What follows belongs to an exercise in optimizing a design on an open flow for small area; a production flow would make more cautious choices. Function was checked by simulation only, so behaviour that the tests miss may differ from the original. Power figures rest on the tool's default switching activity, not on a simulated workload.

==> run M: inputs <==
Design addr_gen_top, start of the top module:
module addr_gen_top (
    input  logic                          clk,
    input  logic                          reset_n,
    input  logic [4:0]                    ctrl,
    input  logic [3:0]                    step,
    input  logic [36-1:0]         sync_in,
    output logic [36*8-1:0] rd_lane_addr,
    output logic [36*8-1:0] wr_lane_addr,
    output logic [36-1:0]         wr_lane_strobe,
    output logic [10-1:0]           rd_frame_addr,
    output logic [10-1:0]           wr_frame_addr
);
clock: 5.0 ns
lec_check: 0
cap_margin: 10
core_margin: 2
core_utilization: 60
cts_buf_list: sky130_fd_sc_hd__clkbuf_4 sky130_fd_sc_hd__clkbuf_8
gpl_timing_driven: 0
slew_margin: 10
standard.sh (not shown) runs the stock make flow with config.mk's settings and CLKGATE_MAP_FILE= SYNTH_SCRIPT=/design/flow/synth_recipe.tcl, a recipe that flattens the netlist after the stock synthesis.
==> flow/flow/run.sh <==
#!/bin/bash
# ORFS layout as the standard.sh runs it, with three changes:
#  - synthesis maps with an area-oriented ABC script (flow/area.abc) and
#    without ORFS's full/half-adder extraction;
#  - the I/O ports get the smallest buffer (buf_1);
#  - everything else (floorplan, place, CTS, route) is standard.
set -euo pipefail
here=$(pwd)
export MY_ABC_SCRIPT=$here/flow/area.abc
export BUFFER_PORTS_ARGS="-buffer_cell sky130_fd_sc_hd__buf_1"
# drop the buffers yosys inserted before placement (the ports get their own)
export REMOVE_ABC_BUFFERS=1
sed -e "s|SYNTH_SCRIPT=[^ ]*|SYNTH_SCRIPT=$here/flow/synth.tcl ADDER_MAP_FILE=|" standard.sh > my_standard.sh
bash my_standard.sh > flow_make.log 2>&1
==> flow/flow/area.abc <==
strash
&get -n
&deepsyn -T 120
&put
dch -f
map -a
strash
dch -f
amap
==> flow/flow/synth.tcl <==
# The standard flow's synthesis script (synth_recipe.tcl) with one change: the final ABC
# mapping call uses the area-oriented script named by $MY_ABC_SCRIPT.
proc synth {args} { yosys synth -nofsm -noshare {*}$args }
proc abc {args} {
  set i [lsearch -exact $args -script]
  if {$i >= 0 && [info exists ::env(MY_ABC_SCRIPT)]} {
    set args [lreplace $args [expr {$i + 1}] [expr {$i + 1}] $::env(MY_ABC_SCRIPT)]
    puts "abc with script $::env(MY_ABC_SCRIPT)"
  }
  yosys abc {*}$args
}
source $::env(SCRIPTS_DIR)/synth.tcl
# left out here: clear keep_hierarchy, flatten, clean up, hide names made inside functions, write 1_2_yosys.v
==> run Y: changes against run M <==
--- a/flow/flow/run.sh
+++ b/flow/flow/run.sh
@@ -1,7 +1,2 @@
 #!/bin/bash
-# ORFS layout as the standard.sh runs it, with three changes:
-#  - synthesis maps with an area-oriented ABC script (flow/area.abc) and
-#    without ORFS's full/half-adder extraction;
-#  - the I/O ports get the smallest buffer (buf_1);
-#  - everything else (floorplan, place, CTS, route) is standard.
 set -euo pipefail
--- a/flow/config.mk
+++ b/flow/config.mk
@@ -8,5 +8,5 @@
 export CAP_MARGIN = 10
-export CORE_MARGIN = 2
-export CORE_UTILIZATION = 60
+export CORE_AREA = 2 2 308 74
 export CTS_BUF_LIST = sky130_fd_sc_hd__clkbuf_4 sky130_fd_sc_hd__clkbuf_8
+export DIE_AREA = 0 0 310 76
 export GPL_TIMING_DRIVEN = 0
==> run A: changes against run M <==
--- a/flow/flow/run.sh
+++ b/flow/flow/run.sh
@@ -1,7 +1,2 @@
 #!/bin/bash
-# ORFS layout as the standard.sh runs it, with three changes:
-#  - synthesis maps with an area-oriented ABC script (flow/area.abc) and
-#    without ORFS's full/half-adder extraction;
-#  - the I/O ports get the smallest buffer (buf_1);
-#  - everything else (floorplan, place, CTS, route) is standard.
 set -euo pipefail
==> flow/flow/area.abc (replaced) <==
strash
&get -n
&deepsyn -T 120
&put
dch -f
map
--- a/flow/config.mk
+++ b/flow/config.mk
@@ -8,6 +8,7 @@
 export CAP_MARGIN = 10
-export CORE_MARGIN = 2
-export CORE_UTILIZATION = 60
+export CORE_AREA = 2 2 308 74
 export CTS_BUF_LIST = sky130_fd_sc_hd__clkbuf_4 sky130_fd_sc_hd__clkbuf_8
+export DIE_AREA = 0 0 310 76
 export GPL_TIMING_DRIVEN = 0
+export SETUP_SLACK_MARGIN = 0.2
 export SLEW_MARGIN = 10
==> metrics.md <==
| Metric | Value |
|---|---|
| Die outline width | `310 um` |
| Fraction of the mapped netlist area in compound gates | `16.8%` |
| Synth top area cells | `dfrtp_1 23%, buf_4 16%, nand2_1 12%` |
| Mapped Cells | `1561` |
| Die H | `76 um` |
| Synth Area in XOR/XNOR | `10.4%` |
| Largest family of logic cells by synthesized area | `simple AND/OR/NAND/NOR gates` |
| Status | `no timing/DRC/antenna violations` |
| Multiplexer area fraction after synthesis | `0.115%` |
| Yosys top cell area share | `23.5%` |
That was run A.
==> metrics.md <==
| Metric | Value |
|---|---|
| Mapped Cells | `1426` |
| Synth Area in XOR/XNOR | `0%` |
| Error msg | `[ERROR PPL-0024] Number of IO pins (679) exceeds maximum number of available positions (454). Increase the die perimeter from 510.44um to 923.44um.` |
| Status | `did not finish` |
| Die outline width | `128 um` |
| Stopped at | `I/O pin placement` |
| Synth top area cells | `dfrtp_1 25%, buf_4 17%, nor2_1 12%` |
| Die H | `128 um` |
That was run M.
==> metrics.md <==
| Metric | Value |
|---|---|
| Synth Area in XOR/XNOR | `0%` |
| Die outline width | `310 um` |
| Setup WS post-layout | `-0.268 ns` |
| Final setup fails | `11` |
| Largest family of logic cells by synthesized area | `compound AO/OA/AOI/OAI gates` |
| Status | `complete, but fails checks` |
| SO Viols | `negative setup slack` |
That was run Y.

==> trial 5: inputs <==
Another version of the RTL of addr_gen_top (not shown whole).
==> flow/config.mk <==
export PLATFORM = sky130hd
export DESIGN_NAME = addr_gen_top
export DESIGN_NICKNAME = addr_gen_top
export VERILOG_FILES = /design/flow/design.v
export SDC_FILE = /design/flow/constraint.sdc
export NUM_CORES = 4
export LEC_CHECK = 0
export CAP_MARGIN = 10
export CORE_AREA = 2 2 298 62
export CTS_BUF_LIST = sky130_fd_sc_hd__clkbuf_4 sky130_fd_sc_hd__clkbuf_8
export DIE_AREA = 0 0 300 64
export GPL_TIMING_DRIVEN = 1
export SETUP_SLACK_MARGIN = 0.1
export SLEW_MARGIN = 10
==> flow/constraint.sdc <==
create_clock -name core_clock -period 5.0 [get_ports {clk}]
set_input_delay 1.0000 -clock core_clock [delete_from_list [all_inputs] [get_ports {clk}]]
set_output_delay 1.0000 -clock core_clock [all_outputs]
set_load 0.01 [all_outputs]
==> flow/flow/run.sh <==
#!/bin/bash
# ORFS layout as the standard.sh runs it, with these changes:
#  - synthesis maps with a delay-oriented ABC script (flow/area.abc) on the
#    logic as the RTL gives it, without ORFS's full/half-adder extraction;
#  - the I/O ports get the smallest buffer (buf_1);
#  - everything else (floorplan, place, CTS, route) is standard.
set -euo pipefail
here=$(pwd)
export MY_ABC_SCRIPT=$here/flow/area.abc
export BUFFER_PORTS_ARGS="-buffer_cell sky130_fd_sc_hd__buf_1"
# drop the buffers yosys inserted before placement (the ports get their own)
export REMOVE_ABC_BUFFERS=1
sed -e "s|SYNTH_SCRIPT=[^ ]*|SYNTH_SCRIPT=$here/flow/synth.tcl ADDER_MAP_FILE=|" standard.sh > my_standard.sh
bash my_standard.sh > flow_make.log 2>&1
==> flow/flow/area.abc <==
strash
dch -f
map
Scripts as last shown in full above: flow/flow/synth.tcl
==> trial 3: changes against trial 5 <==
--- a/flow/flow/run.sh
+++ b/flow/flow/run.sh
@@ -2,6 +2,7 @@
 # ORFS layout as the standard.sh runs it, with these changes:
-#  - synthesis maps with a delay-oriented ABC script (flow/area.abc) on the
+#  - synthesis maps with ABC's &nf mapper (flow/area.abc) on the
 #    logic as the RTL gives it, without ORFS's full/half-adder extraction;
 #  - the I/O ports get the smallest buffer (buf_1);
-#  - everything else (floorplan, place, CTS, route) is standard.
+#  - CTS runs with ORFS's arguments but without dummy loads;
+#  - everything else (floorplan, place, route) is standard.
 set -euo pipefail
@@ -12,2 +13,4 @@
 export REMOVE_ABC_BUFFERS=1
+# ORFS's own CTS arguments (cts.tcl) plus -dont_use_dummy_load
+export CTS_ARGS="-sink_clustering_enable -repair_clock_nets -buf_list {sky130_fd_sc_hd__clkbuf_4 sky130_fd_sc_hd__clkbuf_8} -dont_use_dummy_load"
 sed -e "s|SYNTH_SCRIPT=[^ ]*|SYNTH_SCRIPT=$here/flow/synth.tcl ADDER_MAP_FILE=|" standard.sh > my_standard.sh
==> flow/flow/area.abc (replaced) <==
strash
&get -n
&st
&dch -f
&nf -p
&put
--- a/flow/config.mk
+++ b/flow/config.mk
@@ -8,5 +8,5 @@
 export CAP_MARGIN = 10
-export CORE_AREA = 2 2 298 62
+export CORE_AREA = 2 2 298 68
 export CTS_BUF_LIST = sky130_fd_sc_hd__clkbuf_4 sky130_fd_sc_hd__clkbuf_8
-export DIE_AREA = 0 0 300 64
+export DIE_AREA = 0 0 300 70
 export GPL_TIMING_DRIVEN = 1
==> build 19: changes against trial 5 <==
--- a/flow/flow/run.sh
+++ b/flow/flow/run.sh
@@ -5,3 +5,4 @@
 #  - the I/O ports get the smallest buffer (buf_1);
-#  - everything else (floorplan, place, CTS, route) is standard.
+#  - CTS runs with ORFS's arguments but without dummy loads;
+#  - everything else (floorplan, place, route) is standard.
 set -euo pipefail
@@ -12,2 +13,4 @@
 export REMOVE_ABC_BUFFERS=1
+# ORFS's own CTS arguments (cts.tcl) plus -dont_use_dummy_load
+export CTS_ARGS="-sink_clustering_enable -repair_clock_nets -buf_list {sky130_fd_sc_hd__clkbuf_4 sky130_fd_sc_hd__clkbuf_8} -dont_use_dummy_load"
 sed -e "s|SYNTH_SCRIPT=[^ ]*|SYNTH_SCRIPT=$here/flow/synth.tcl ADDER_MAP_FILE=|" standard.sh > my_standard.sh
--- a/flow/config.mk
+++ b/flow/config.mk
@@ -8,5 +8,5 @@
 export CAP_MARGIN = 10
-export CORE_AREA = 2 2 298 62
+export CORE_AREA = 2 2 298 68
 export CTS_BUF_LIST = sky130_fd_sc_hd__clkbuf_4 sky130_fd_sc_hd__clkbuf_8
-export DIE_AREA = 0 0 300 64
+export DIE_AREA = 0 0 300 70
 export GPL_TIMING_DRIVEN = 1
==> notes.md <==
metric	build 19	trial 3	trial 5
Part of the total power dissipated in the clock network	8.2%	7.5%	10.0%
Number of cells after detailed placement	2433	2101	2394
Number of antenna violations at the first check in global routing	0	0	1
Setup Buffers After CTS	0	1	0
Period minus WS final	4730 ps	4780 ps	4750 ps
Clock transition at the register clock pins on the worst setup and hold paths after CTS	70 ps	110 ps	100 ps
Power Combinational	3.78 mW	4.06 mW	3.81 mW
Cell area after placement	0.0117 mm^2	0.0115 mm^2	0.0116 mm^2
DRT Wirelength	43800 um	42600 um	42900 um
Starting DRT DRC Count	1375	1330	1808
Power density over cell area	431 mW/mm^2	455 mW/mm^2	439 mW/mm^2
Final setup margin	275 ps	223 ps	246 ps
Least-Margin Pin Slew	950 ps	1230 ps	1140 ps
End of the worst register-to-register path	u_counters.rd_base[7]$_DFFE_PN0P_	u_rd_bank.base_q[5]$_DFFE_PN0P_	u_counters.rd_frame_addr[8]$_DFFE_PN0P_
Hold Worst Slack	482 ps	499 ps	503 ps
Most frequent cell after synthesis	nand2_1	buf_4	nand2_1
Cell internal pwr	2.09 mW	2.35 mW	2.15 mW
Setup slack of the worst register-to-register path	3260 ps	3120 ps	3200 ps
Number of global-route vias before repair	11300	9817	11200
Outcome	no timing/DRC/antenna violations	no timing/DRC/antenna violations	no timing/DRC/antenna violations

separate check: timing with driven ports:
Ports are ideal in the flow. The routed layouts listed here were re-timed in OpenROAD. Step 1 (the two cells are an assumption about what drives the block):
set clk [get_ports {clk}]
set_driving_cell -lib_cell sky130_fd_sc_hd__clkbuf_16 $clk
set_driving_cell -lib_cell sky130_fd_sc_hd__buf_2 [delete_from_list [all_inputs] $clk]
Step 2 moves the port delays by t, midway between the first and last clock arrival at a register: inputs arrive t later, outputs are due t later. That takes back most of the time a late clock gives input paths. a / b / c = no drivers / after step 1 / after step 2; a / b = the first two.
| run | shift t [ns] | setup slack, ns | slew at the worst register clock pin (ns) |
|---|---|---|---|
| run Y | 0.450 | -0.268 / -0.309 / 0.141 | 0.12 / 0.12 |
| run A | 0.450 | 0.337 / 0.296 / 0.746 | 0.12 / 0.12 |
| trial 5 | 0.434 | 0.246 / 0.203 / 0.638 | 0.11 / 0.11 |
| trial 3 | 0.424 | 0.223 / 0.181 / 0.605 | 0.11 / 0.11 |
| build 19 | 0.436 | 0.275 / 0.234 / 0.670 | 0.10 / 0.10 |
